Background: an optimization exercise with open tools, aiming at small area and a short achievable clock period. Do not read the settings as production practice.
Only simulation tests tie the RTL to the original design; equivalence was not proved.
The flow treats the clock pin as an ideal source, which a real chip does not have.
No activity file was given, so power comes from the tool's default toggle rates.

==> v35 <==
==> flow/design.v <==
package drive_pkg;
    localparam int OP_W       = 2;
    localparam int ENV_ADDR_W = 6;    
    localparam int LEN_W      = 4;    
    localparam int PHASE_W    = 8;    
    localparam int INST_W     = 12;
    localparam int PC_W       = 5;    
    localparam int AMP_W      = 8;
    localparam int IQ_SUM_W   = 10;   
    localparam int MAX_BANK   = 4;
    localparam int ENC_W      = 11;
endpackage
`timescale 1ns/1ps
import drive_pkg::*;
module drive_inst_fetch #(
    parameter int NUM_BANK = 4
) (
    input  logic                                    clk,
    input  logic                                    rst_i,
    input  logic                                    update_pc_i,
    input  logic [NUM_BANK-1:0]                     bank_wr_sel_i,
    input  logic                                    inst_wr_en_i,
    input  logic [drive_pkg::PC_W-1:0]              inst_wr_addr_i,
    input  logic [drive_pkg::INST_W-1:0]            inst_wr_data_i,
    output logic [NUM_BANK-1:0]                     play_o,
    output logic [NUM_BANK-1:0]                     rz_o,
    output logic [NUM_BANK*10-1:0]                  arg_o
);
    localparam int LIST_DEPTH = 1 << PC_W;
    logic [PC_W-1:0]  pc_q;
    logic [ENC_W-1:0] wr_enc;
    logic             wr_play;
    always_ff @(posedge clk) begin
        if (rst_i) begin
            pc_q <= '0;
        end else if (update_pc_i) begin
            pc_q <= pc_q + 1'b1;  
        end
    end
    assign wr_play = (inst_wr_data_i[11:10] == 2'd1);
    assign wr_enc  = {wr_play,
                      wr_play ? inst_wr_data_i[9] : (inst_wr_data_i[11:10] == 2'd2),
                      inst_wr_data_i[8:0]};
    genvar b;
    generate
        for (b = 0; b < NUM_BANK; b++) begin : g_list
            logic [ENC_W-1:0] list_mem [LIST_DEPTH];
            logic [ENC_W-1:0] word;
            logic             play_q;
            logic             rz_q;
            logic [9:0]       arg_q;
            always_ff @(posedge clk) begin
                if (inst_wr_en_i && bank_wr_sel_i[b]) begin
                    list_mem[inst_wr_addr_i] <= wr_enc;
                end
            end
            assign word = list_mem[pc_q];
            always_ff @(posedge clk) begin
                if (rst_i || !update_pc_i) begin
                    play_q <= 1'b0;
                    rz_q   <= 1'b0;
                end else begin
                    play_q <= word[10];
                    rz_q   <= ~word[10] & word[9];
                end
                arg_q <= word[9:0];
            end
            assign play_o[b] = play_q;
            assign rz_o[b]   = rz_q;
            assign arg_o[b*10 +: 10] = arg_q;
        end
    endgenerate
endmodule
`timescale 1ns/1ps
import drive_pkg::*;
module drive_sequencer (
    input  logic                                clk,
    input  logic                                rst_i,
    input  logic                                play_i,
    input  logic                                rz_i,
    input  logic [9:0]                          arg_i,
    output logic                                busy_o,
    output logic                                busy_out_o,
    output logic [drive_pkg::ENV_ADDR_W-1:0]    ra_o,
    output logic [7:0]                          ra_lo_o,
    output logic [1:0]                          quadrant_o
);
    logic                   busy_q;
    logic                   busy_out_q;
    logic [LEN_W-1:0]       remain_q;
    logic [ENV_ADDR_W-1:0]  nx_q;
    logic [1:0]             quad_q;
    logic [PHASE_W-1:0]     phase_q;
    logic [ENV_ADDR_W-1:0]  ra;
    always_ff @(posedge clk) begin
        if (rst_i) begin
            phase_q <= '0;
        end else if (rz_i && !busy_q) begin
            phase_q <= phase_q + arg_i[PHASE_W-1:0];  
        end
    end
    always_ff @(posedge clk) begin
        if (rst_i) begin
            busy_q <= 1'b0;
        end else if (busy_q) begin
            busy_q <= (remain_q != '0);
        end else begin
            busy_q <= play_i;
        end
    end
    always_ff @(posedge clk) begin
        busy_out_q <= ~rst_i & (busy_q ? |remain_q : play_i);
    end
    always_ff @(posedge clk) begin
        if (busy_q) begin
            remain_q <= remain_q - 1'b1;
        end else begin
            remain_q <= arg_i[LEN_W-1:0];
            quad_q   <= phase_q[PHASE_W-1 -: 2];
        end
    end
    assign ra = busy_q ? nx_q : arg_i[LEN_W +: ENV_ADDR_W];
    always_ff @(posedge clk) begin
        nx_q <= ra + 1'b1;
    end
    genvar k;
    generate
        for (k = 1; k < 4; k++) begin : g_lo
            logic [1:0] nx_lo_q;
            logic [1:0] ra_lo;
            assign ra_lo = busy_q ? nx_lo_q : arg_i[LEN_W +: 2];
            always_ff @(posedge clk) begin
                nx_lo_q <= ra_lo + 1'b1;
            end
            assign ra_lo_o[2*k +: 2] = ra_lo;
        end
    endgenerate
    assign ra_lo_o[1:0] = ra[1:0];
    assign busy_o     = busy_q;
    assign busy_out_o = busy_out_q;
    assign ra_o       = ra;
    assign quadrant_o = quad_q;
endmodule
`timescale 1ns/1ps
import drive_pkg::*;
module drive_iq_modulator (
    input  logic                                clk,
    input  logic                                env_wr_en_i,
    input  logic [drive_pkg::ENV_ADDR_W-1:0]    env_wr_addr_i,
    input  logic [drive_pkg::AMP_W-1:0]         env_wr_data_i,
    input  logic [drive_pkg::ENV_ADDR_W-1:0]    ra_i,
    input  logic [7:0]                          ra_lo_i,
    output logic [drive_pkg::AMP_W-1:0]         sample_o
);
    localparam int ENV_DEPTH = 1 << ENV_ADDR_W;
    logic [AMP_W-1:0] env_mem [ENV_DEPTH];
    logic [AMP_W-1:0] rd;
    logic             fwd;
    always_ff @(posedge clk) begin
        if (env_wr_en_i) begin
            env_mem[env_wr_addr_i] <= env_wr_data_i;
        end
    end
    always_comb begin
        for (int j = 0; j < AMP_W; j++) begin
            rd[j] = env_mem[{ra_i[ENV_ADDR_W-1:2], ra_lo_i[2*(j/2) +: 2]}][j];
        end
    end
    assign fwd = env_wr_en_i & (env_wr_addr_i == ra_i);
    always_ff @(posedge clk) begin
        sample_o <= fwd ? env_wr_data_i : rd;
    end
endmodule
`timescale 1ns/1ps
import drive_pkg::*;
module drive_bank_sum #(
    parameter int NUM_BANK = 4
) (
    input  logic                                    clk,
    input  logic                                    rst_i,
    input  logic [NUM_BANK-1:0]                     busy_i,
    input  logic [NUM_BANK*2-1:0]                   quad_i,
    input  logic [NUM_BANK*drive_pkg::AMP_W-1:0]    sample_i,
    output logic                                    valid_o,
    output logic [drive_pkg::IQ_SUM_W-1:0]          i_o,
    output logic [drive_pkg::IQ_SUM_W-1:0]          q_o
);
    logic [4*AMP_W-1:0] i_ops;
    logic [4*AMP_W-1:0] q_ops;
    logic [AMP_W:0]     i_s, q_s;
    logic [AMP_W-1:0]   i_c, q_c;
    logic [AMP_W:0]     i_s_q, q_s_q;
    logic [AMP_W-1:0]   i_c_q, q_c_q;
    logic               valid_q;
    logic [IQ_SUM_W-1:0] i_sum, q_sum;
    task automatic csa4(input  logic [4*AMP_W-1:0] op,
                        output logic [AMP_W:0]     s,
                        output logic [AMP_W-1:0]   c);
        logic [AMP_W-1:0] a, b, x, d, s1, c1;
        logic [AMP_W:0]   y;
        a  = op[0*AMP_W +: AMP_W];
        b  = op[1*AMP_W +: AMP_W];
        x  = op[2*AMP_W +: AMP_W];
        d  = op[3*AMP_W +: AMP_W];
        s1 = a ^ b ^ x;
        c1 = (a & b) | (a & x) | (b & x);
        y  = {c1, 1'b0};
        s  = {1'b0, s1 ^ y[AMP_W-1:0] ^ d};
        s[AMP_W] = y[AMP_W];
        c  = (s1 & y[AMP_W-1:0]) | (s1 & d) | (y[AMP_W-1:0] & d);
    endtask
    always_comb begin
        logic [AMP_W-1:0] s;
        logic [AMP_W-1:0] r;
        logic             gi, gq;
        for (int b = 0; b < NUM_BANK; b++) begin
            s  = sample_i[b*AMP_W +: AMP_W];
            r  = quad_i[2*b+1] ? -s : s;  
            gi = busy_i[b] & ~quad_i[2*b];
            gq = busy_i[b] &  quad_i[2*b];
            i_ops[b*AMP_W +: AMP_W] = {~(gi & r[AMP_W-1]), r[AMP_W-2:0] & {(AMP_W-1){gi}}};
            q_ops[b*AMP_W +: AMP_W] = {~(gq & r[AMP_W-1]), r[AMP_W-2:0] & {(AMP_W-1){gq}}};
        end
        csa4(i_ops, i_s, i_c);
        csa4(q_ops, q_s, q_c);
    end
    always_ff @(posedge clk) begin
        if (rst_i) begin
            valid_q <= 1'b0;
        end else begin
            valid_q <= |busy_i;
        end
        i_s_q <= i_s;
        i_c_q <= i_c;
        q_s_q <= q_s;
        q_c_q <= q_c;
    end
    always_comb begin
        i_sum = IQ_SUM_W'(i_s_q) + IQ_SUM_W'({i_c_q, 1'b0});
        q_sum = IQ_SUM_W'(q_s_q) + IQ_SUM_W'({q_c_q, 1'b0});
        i_sum[IQ_SUM_W-1] = ~i_sum[IQ_SUM_W-1];
        q_sum[IQ_SUM_W-1] = ~q_sum[IQ_SUM_W-1];
    end
    always_ff @(posedge clk) begin
        if (rst_i || !valid_q) begin
            valid_o <= 1'b0;
            i_o     <= '0;
            q_o     <= '0;
        end else begin
            valid_o <= 1'b1;
            i_o     <= i_sum;
            q_o     <= q_sum;
        end
    end
endmodule
`timescale 1ns/1ps
import drive_pkg::*;
module drive_datapath #(
    parameter int NUM_BANK = 4
) (
    input  logic                                clk,
    input  logic                                rst_i,
    input  logic                                update_pc_i,
    input  logic [NUM_BANK-1:0]                 bank_wr_sel_i,
    input  logic                                inst_wr_en_i,
    input  logic [drive_pkg::PC_W-1:0]          inst_wr_addr_i,
    input  logic [drive_pkg::INST_W-1:0]        inst_wr_data_i,
    input  logic                                env_wr_en_i,
    input  logic [drive_pkg::ENV_ADDR_W-1:0]    env_wr_addr_i,
    input  logic [drive_pkg::AMP_W-1:0]         env_wr_data_i,
    output logic [NUM_BANK-1:0]                 bank_busy_o,
    output logic                                valid_o,
    output logic [drive_pkg::IQ_SUM_W-1:0]      i_o,
    output logic [drive_pkg::IQ_SUM_W-1:0]      q_o
);
    logic [NUM_BANK-1:0]        play;
    logic [NUM_BANK-1:0]        rz;
    logic [NUM_BANK*10-1:0]     arg;
    logic [NUM_BANK-1:0]        busy;
    logic [NUM_BANK*2-1:0]      quad;
    logic [NUM_BANK*AMP_W-1:0]  sample;
    drive_inst_fetch #(
        .NUM_BANK(NUM_BANK)
    ) u_fetch (
        .clk(clk),
        .rst_i(rst_i),
        .update_pc_i(update_pc_i),
        .bank_wr_sel_i(bank_wr_sel_i),
        .inst_wr_en_i(inst_wr_en_i),
        .inst_wr_addr_i(inst_wr_addr_i),
        .inst_wr_data_i(inst_wr_data_i),
        .play_o(play),
        .rz_o(rz),
        .arg_o(arg)
    );
    genvar b;
    generate
        for (b = 0; b < NUM_BANK; b++) begin : g_bank
            logic [ENV_ADDR_W-1:0]  ra;
            logic [7:0]             ra_lo;
            drive_sequencer u_seq (
                .clk(clk),
                .rst_i(rst_i),
                .play_i(play[b]),
                .rz_i(rz[b]),
                .arg_i(arg[b*10 +: 10]),
                .busy_o(busy[b]),
                .busy_out_o(bank_busy_o[b]),
                .ra_o(ra),
                .ra_lo_o(ra_lo),
                .quadrant_o(quad[2*b +: 2])
            );
            drive_iq_modulator u_mod (
                .clk(clk),
                .env_wr_en_i(env_wr_en_i & bank_wr_sel_i[b]),
                .env_wr_addr_i(env_wr_addr_i),
                .env_wr_data_i(env_wr_data_i),
                .ra_i(ra),
                .ra_lo_i(ra_lo),
                .sample_o(sample[b*AMP_W +: AMP_W])
            );
        end
    endgenerate
    drive_bank_sum #(
        .NUM_BANK(NUM_BANK)
    ) u_sum (
        .clk(clk),
        .rst_i(rst_i),
        .busy_i(busy),
        .quad_i(quad),
        .sample_i(sample),
        .valid_o(valid_o),
        .i_o(i_o),
        .q_o(q_o)
    );
endmodule
==> flow/flow/run.sh <==
#!/bin/bash
# Standard ORFS layout with two changes:
#  - clock tree: larger sink clusters and no dummy loads
#  - after CTS, a second setup repair pass with a plain move sequence
# make's full output goes to flow_make.log; each ORFS step logs under orfs/logs.
set -euo pipefail
here=$(pwd)
bash standard.sh \
  CTS_ARGS="-sink_clustering_enable -repair_clock_nets -sink_clustering_size 30 -sink_clustering_max_diameter 80 -dont_use_dummy_load" \
  POST_CTS_TCL="$here/flow/post_cts.tcl" \
  finish > "$here/flow_make.log" 2>&1
==> flow/flow/post_cts.tcl <==
# Second setup repair after CTS. The default pass stops early on paths the
# first moves of its sequence cannot improve; sizing and buffering alone
# fixes most of what it leaves.
estimate_parasitics -placement
repair_timing -setup -setup_margin $::env(SETUP_SLACK_MARGIN) -repair_tns 100 \
  -match_cell_footprint -sequence "sizeup,buffer,swap" -verbose
detailed_placement
check_placement -verbose
estimate_parasitics -placement
report_worst_slack
report_design_area
==> flow/standard.sh <==
#!/bin/bash
# synth_recipe.tcl (not shown) runs the flow's synth.tcl, then flattens the netlist and writes it again
# the make line also repeats each setting of config.mk as NAME=value (left out here)
make -C /OpenROAD-flow-scripts/flow DESIGN_CONFIG=/design/flow/config.mk WORK_HOME=/design/flow/orfs CLKGATE_MAP_FILE= SYNTH_SCRIPT=/design/flow/synth_recipe.tcl "${@:-finish}"
==> flow/config.mk <==
export PLATFORM = sky130hd
export DESIGN_NAME = drive_datapath
export DESIGN_NICKNAME = drive_datapath
export VERILOG_FILES = /design/flow/design.v
export SDC_FILE = /design/flow/constraint.sdc
export NUM_CORES = 4
export LEC_CHECK = 0
export CAP_MARGIN = 20
export CORE_MARGIN = 2
export CORE_UTILIZATION = 60
export PLACE_DENSITY = 0.72
export SETUP_SLACK_MARGIN = 4.2
export SLEW_MARGIN = 20
==> flow/constraint.sdc <==
create_clock -name core_clock -period 7.0 [get_ports {clk}]
set_input_delay 1.4000 -clock core_clock [delete_from_list [all_inputs] [get_ports {clk}]]
set_output_delay 1.4000 -clock core_clock [all_outputs]
set_load 0.01 [all_outputs]
==> v36 (differences from v35) <==
--- a/flow/design.v
+++ b/flow/design.v
@@ -26,3 +26,4 @@
     output logic [NUM_BANK-1:0]                     rz_o,
-    output logic [NUM_BANK*10-1:0]                  arg_o
+    output logic [NUM_BANK*10-1:0]                  arg_o,
+    output logic [NUM_BANK*ENV_ADDR_W-1:0]          start_d_o
 );
@@ -43,2 +44,14 @@
                       inst_wr_data_i[8:0]};
+    logic [NUM_BANK-1:0] wr_en_q;
+    logic [PC_W-1:0]     wr_addr_q [NUM_BANK];
+    logic [ENC_W-1:0]    wr_enc_q;
+    always_ff @(posedge clk) begin
+        wr_en_q   <= {NUM_BANK{inst_wr_en_i}} & bank_wr_sel_i;
+        for (int k = 0; k < NUM_BANK; k++) begin
+            if (inst_wr_en_i && bank_wr_sel_i[k]) begin
+                wr_addr_q[k] <= inst_wr_addr_i;
+            end
+        end
+        wr_enc_q  <= wr_enc;
+    end
     genvar b;
@@ -52,7 +65,7 @@
             always_ff @(posedge clk) begin
-                if (inst_wr_en_i && bank_wr_sel_i[b]) begin
-                    list_mem[inst_wr_addr_i] <= wr_enc;
+                if (wr_en_q[b]) begin
+                    list_mem[wr_addr_q[b]] <= wr_enc_q;
                 end
             end
-            assign word = list_mem[pc_q];
+            assign word = (wr_en_q[b] && wr_addr_q[b] == pc_q) ? wr_enc_q : list_mem[pc_q];
             always_ff @(posedge clk) begin
@@ -70,2 +83,3 @@
             assign arg_o[b*10 +: 10] = arg_q;
+            assign start_d_o[b*ENV_ADDR_W +: ENV_ADDR_W] = word[LEN_W +: ENV_ADDR_W];
         end
@@ -81,3 +95,5 @@
     input  logic [9:0]                          arg_i,
+    input  logic [drive_pkg::ENV_ADDR_W-1:0]    start_d_i,
     output logic                                busy_o,
+    output logic                                busy_lane_o,
     output logic                                busy_out_o,
@@ -88,8 +104,11 @@
     logic                   busy_q;
+    logic                   busy_d;
     logic                   busy_out_q;
+    logic                   busy_lane_q;
+    logic                   busy_ra_q;
+    logic                   busy_ra_d;
     logic [LEN_W-1:0]       remain_q;
-    logic [ENV_ADDR_W-1:0]  nx_q;
     logic [1:0]             quad_q;
     logic [PHASE_W-1:0]     phase_q;
-    logic [ENV_ADDR_W-1:0]  ra;
+    logic [ENV_ADDR_W-1:0]  ra_q;
     always_ff @(posedge clk) begin
@@ -101,13 +120,19 @@
     end
+    assign busy_d = ~rst_i & (busy_q ? (remain_q != '0) : play_i);
+    always_ff @(posedge clk) begin
+        busy_q <= busy_d;
+    end
+    always_ff @(posedge clk) begin
+        busy_out_q <= ~rst_i & (busy_q ? |remain_q : play_i);
+    end
     always_ff @(posedge clk) begin
         if (rst_i) begin
-            busy_q <= 1'b0;
-        end else if (busy_q) begin
-            busy_q <= (remain_q != '0);
+            busy_lane_q <= 1'b0;
         end else begin
-            busy_q <= play_i;
+            busy_lane_q <= busy_lane_q ? (remain_q != '0) : play_i;
         end
     end
+    assign busy_ra_d = ~rst_i & (busy_ra_q ? |remain_q : play_i);
     always_ff @(posedge clk) begin
-        busy_out_q <= ~rst_i & (busy_q ? |remain_q : play_i);
+        busy_ra_q <= busy_ra_d;
     end
@@ -121,5 +146,4 @@
     end
-    assign ra = busy_q ? nx_q : arg_i[LEN_W +: ENV_ADDR_W];
     always_ff @(posedge clk) begin
-        nx_q <= ra + 1'b1;
+        ra_q <= busy_ra_d ? ra_q + 1'b1 : start_d_i;
     end
@@ -128,16 +152,15 @@
         for (k = 1; k < 4; k++) begin : g_lo
-            logic [1:0] nx_lo_q;
-            logic [1:0] ra_lo;
-            assign ra_lo = busy_q ? nx_lo_q : arg_i[LEN_W +: 2];
+            logic [1:0] ra_lo_q;
             always_ff @(posedge clk) begin
-                nx_lo_q <= ra_lo + 1'b1;
+                ra_lo_q <= busy_ra_d ? ra_lo_q + 1'b1 : start_d_i[1:0];
             end
-            assign ra_lo_o[2*k +: 2] = ra_lo;
+            assign ra_lo_o[2*k +: 2] = ra_lo_q;
         end
     endgenerate
-    assign ra_lo_o[1:0] = ra[1:0];
-    assign busy_o     = busy_q;
-    assign busy_out_o = busy_out_q;
-    assign ra_o       = ra;
-    assign quadrant_o = quad_q;
+    assign ra_lo_o[1:0] = ra_q[1:0];
+    assign busy_o      = busy_q;
+    assign busy_lane_o = busy_lane_q;
+    assign busy_out_o  = busy_out_q;
+    assign ra_o        = ra_q;
+    assign quadrant_o  = quad_q;
 endmodule
@@ -150,2 +173,5 @@
     input  logic [drive_pkg::AMP_W-1:0]         env_wr_data_i,
+    input  logic                                pend_en_i,
+    input  logic [drive_pkg::ENV_ADDR_W-1:0]    pend_addr_i,
+    input  logic [drive_pkg::AMP_W-1:0]         pend_data_i,
     input  logic [drive_pkg::ENV_ADDR_W-1:0]    ra_i,
@@ -157,6 +183,7 @@
     logic [AMP_W-1:0] rd;
-    logic             fwd;
+    logic             fwd_live;
+    logic             fwd_pend;
     always_ff @(posedge clk) begin
-        if (env_wr_en_i) begin
-            env_mem[env_wr_addr_i] <= env_wr_data_i;
+        if (pend_en_i) begin
+            env_mem[pend_addr_i] <= pend_data_i;
         end
@@ -168,5 +195,6 @@
     end
-    assign fwd = env_wr_en_i & (env_wr_addr_i == ra_i);
+    assign fwd_live = env_wr_en_i & (env_wr_addr_i == ra_i);
+    assign fwd_pend = pend_en_i & (pend_addr_i == ra_i);
     always_ff @(posedge clk) begin
-        sample_o <= fwd ? env_wr_data_i : rd;
+        sample_o <= fwd_live ? env_wr_data_i : (fwd_pend ? pend_data_i : rd);
     end
@@ -279,4 +307,18 @@
     logic [NUM_BANK-1:0]        busy;
+    logic [NUM_BANK-1:0]        busy_lane;
     logic [NUM_BANK*2-1:0]      quad;
     logic [NUM_BANK*AMP_W-1:0]  sample;
+    logic [NUM_BANK*ENV_ADDR_W-1:0] start_d;
+    logic [NUM_BANK-1:0]        env_pend_en_q;
+    logic [ENV_ADDR_W-1:0]      env_pend_addr_q [NUM_BANK];
+    logic [AMP_W-1:0]           env_pend_data_q;
+    always_ff @(posedge clk) begin
+        env_pend_en_q   <= {NUM_BANK{env_wr_en_i}} & bank_wr_sel_i;
+        for (int k = 0; k < NUM_BANK; k++) begin
+            if (env_wr_en_i && bank_wr_sel_i[k]) begin
+                env_pend_addr_q[k] <= env_wr_addr_i;
+            end
+        end
+        env_pend_data_q <= env_wr_data_i;
+    end
     drive_inst_fetch #(
@@ -293,3 +335,4 @@
         .rz_o(rz),
-        .arg_o(arg)
+        .arg_o(arg),
+        .start_d_o(start_d)
     );
@@ -306,3 +349,5 @@
                 .arg_i(arg[b*10 +: 10]),
+                .start_d_i(start_d[b*ENV_ADDR_W +: ENV_ADDR_W]),
                 .busy_o(busy[b]),
+                .busy_lane_o(busy_lane[b]),
                 .busy_out_o(bank_busy_o[b]),
@@ -317,2 +362,5 @@
                 .env_wr_data_i(env_wr_data_i),
+                .pend_en_i(env_pend_en_q[b]),
+                .pend_addr_i(env_pend_addr_q[b]),
+                .pend_data_i(env_pend_data_q),
                 .ra_i(ra),
@@ -328,3 +376,3 @@
         .rst_i(rst_i),
-        .busy_i(busy),
+        .busy_i(busy_lane),
         .quad_i(quad),
--- a/flow/flow/run.sh
+++ b/flow/flow/run.sh
@@ -8,3 +8,3 @@
 bash standard.sh \
-  CTS_ARGS="-sink_clustering_enable -repair_clock_nets -sink_clustering_size 30 -sink_clustering_max_diameter 80 -dont_use_dummy_load" \
+  CTS_ARGS="-sink_clustering_enable -repair_clock_nets -sink_clustering_size 25 -sink_clustering_max_diameter 70 -dont_use_dummy_load" \
   POST_CTS_TCL="$here/flow/post_cts.tcl" \
--- a/flow/config.mk
+++ b/flow/config.mk
@@ -9,5 +9,5 @@
 export CORE_MARGIN = 2
-export CORE_UTILIZATION = 60
-export PLACE_DENSITY = 0.72
+export CORE_UTILIZATION = 65
+export PLACE_DENSITY = 0.76
 export SETUP_SLACK_MARGIN = 4.2
-export SLEW_MARGIN = 20
+export SLEW_MARGIN = 40
==> qor summary <==
| metric | v36 | v35 |
|---|---|---|
| Outcome | no timing/DRC/antenna violations | no timing/DRC/antenna violations |
| Hold endpoint | g_bank[2].u_seq.quad_q[1] | u_sum.q_o[0] |
| Multi-input gate area | 0.0359 mm^2 | 0.0387 mm^2 |
| Register area | 0.111 mm^2 | 0.109 mm^2 |
| Worst vdd rail ir drop | 0.295 mV | 0.322 mV |
| Post-Place Cells | 10,549 | 11,426 |
| Critical path's largest stage delay | 0.54 ns | 0.49 ns |
| Slack of the worst reg-to-reg path | 4.22 ns | 4.12 ns |
| Slew of the pin with the lowest slew margin | 1.01 ns | 1.22 ns |
| Initial DRC count | 10,748 | 14,868 |
| Wire length of the first global-routing pass | 514,000 um | 604,000 um |
| Final Wtd Congestion | 0.936 | 0.996 |
| Synth Area in Adders | 0.00984 | 0.0101 |
| Count of plain and timing-repair buffers | 315 | 491 |
| Clock Buffer Count | 182 | 155 |
| Detailed-route wire length per cell | 33.0 um | 37.1 um |
| Number of global-route vias before repair | 74,444 | 80,972 |
| Reg-to-Reg End | g_bank[0].u_mod.sample_o[1] | g_bank[1].u_mod.sample_o[5] |
| Detail-routed via count per cell | 6.97 | 7.21 |
| Routing usage on met1 | 0.433 | 0.468 |
| Post-Route Skew | 0.0768 ns | 0.0934 ns |
| Clock Network Area Fraction | 0.0287 | 0.0239 |
| Filler instances | 13,416 | 15,127 |
| Clk network pwr share | 0.264 | 0.246 |
| Sequential cell count | 3,781 | 3,714 |
| Highest Clock Rate | 356 MHz | 340 MHz |

-- afterwards: timing with drivers on the ports --
How much do the figures lean on ideal ports? The routed layouts below were timed once more, with nothing changed but the port constraints. Step 1 (the two cells are an assumption about what drives the block):
set clk [get_ports {clk}]
set_driving_cell -lib_cell sky130_fd_sc_hd__clkbuf_16 $clk
set_driving_cell -lib_cell sky130_fd_sc_hd__buf_2 [delete_from_list [all_inputs] $clk]
Step 2 also shifts input and output timing later by t, the mid clock arrival at the registers, as if the neighbouring blocks saw the same clock. Three values: no drivers, after step 1, after step 2; two values: the first two.
run	t (ns)	slack for setup (ns)	hold slack, ns	worst setup path at the end
v35	0.925	4.060 / 4.092 / 3.167	0.451 / 0.451 / 0.451	input to register
v36	0.944	4.193 / 4.114 / 3.313	0.453 / 0.453 / 0.453	input to register
After both steps every run listed still meets setup and hold. For v35, which loses most, drivers alone change the setup slack by +0.032 ns; drivers and shift together by -0.893 ns.
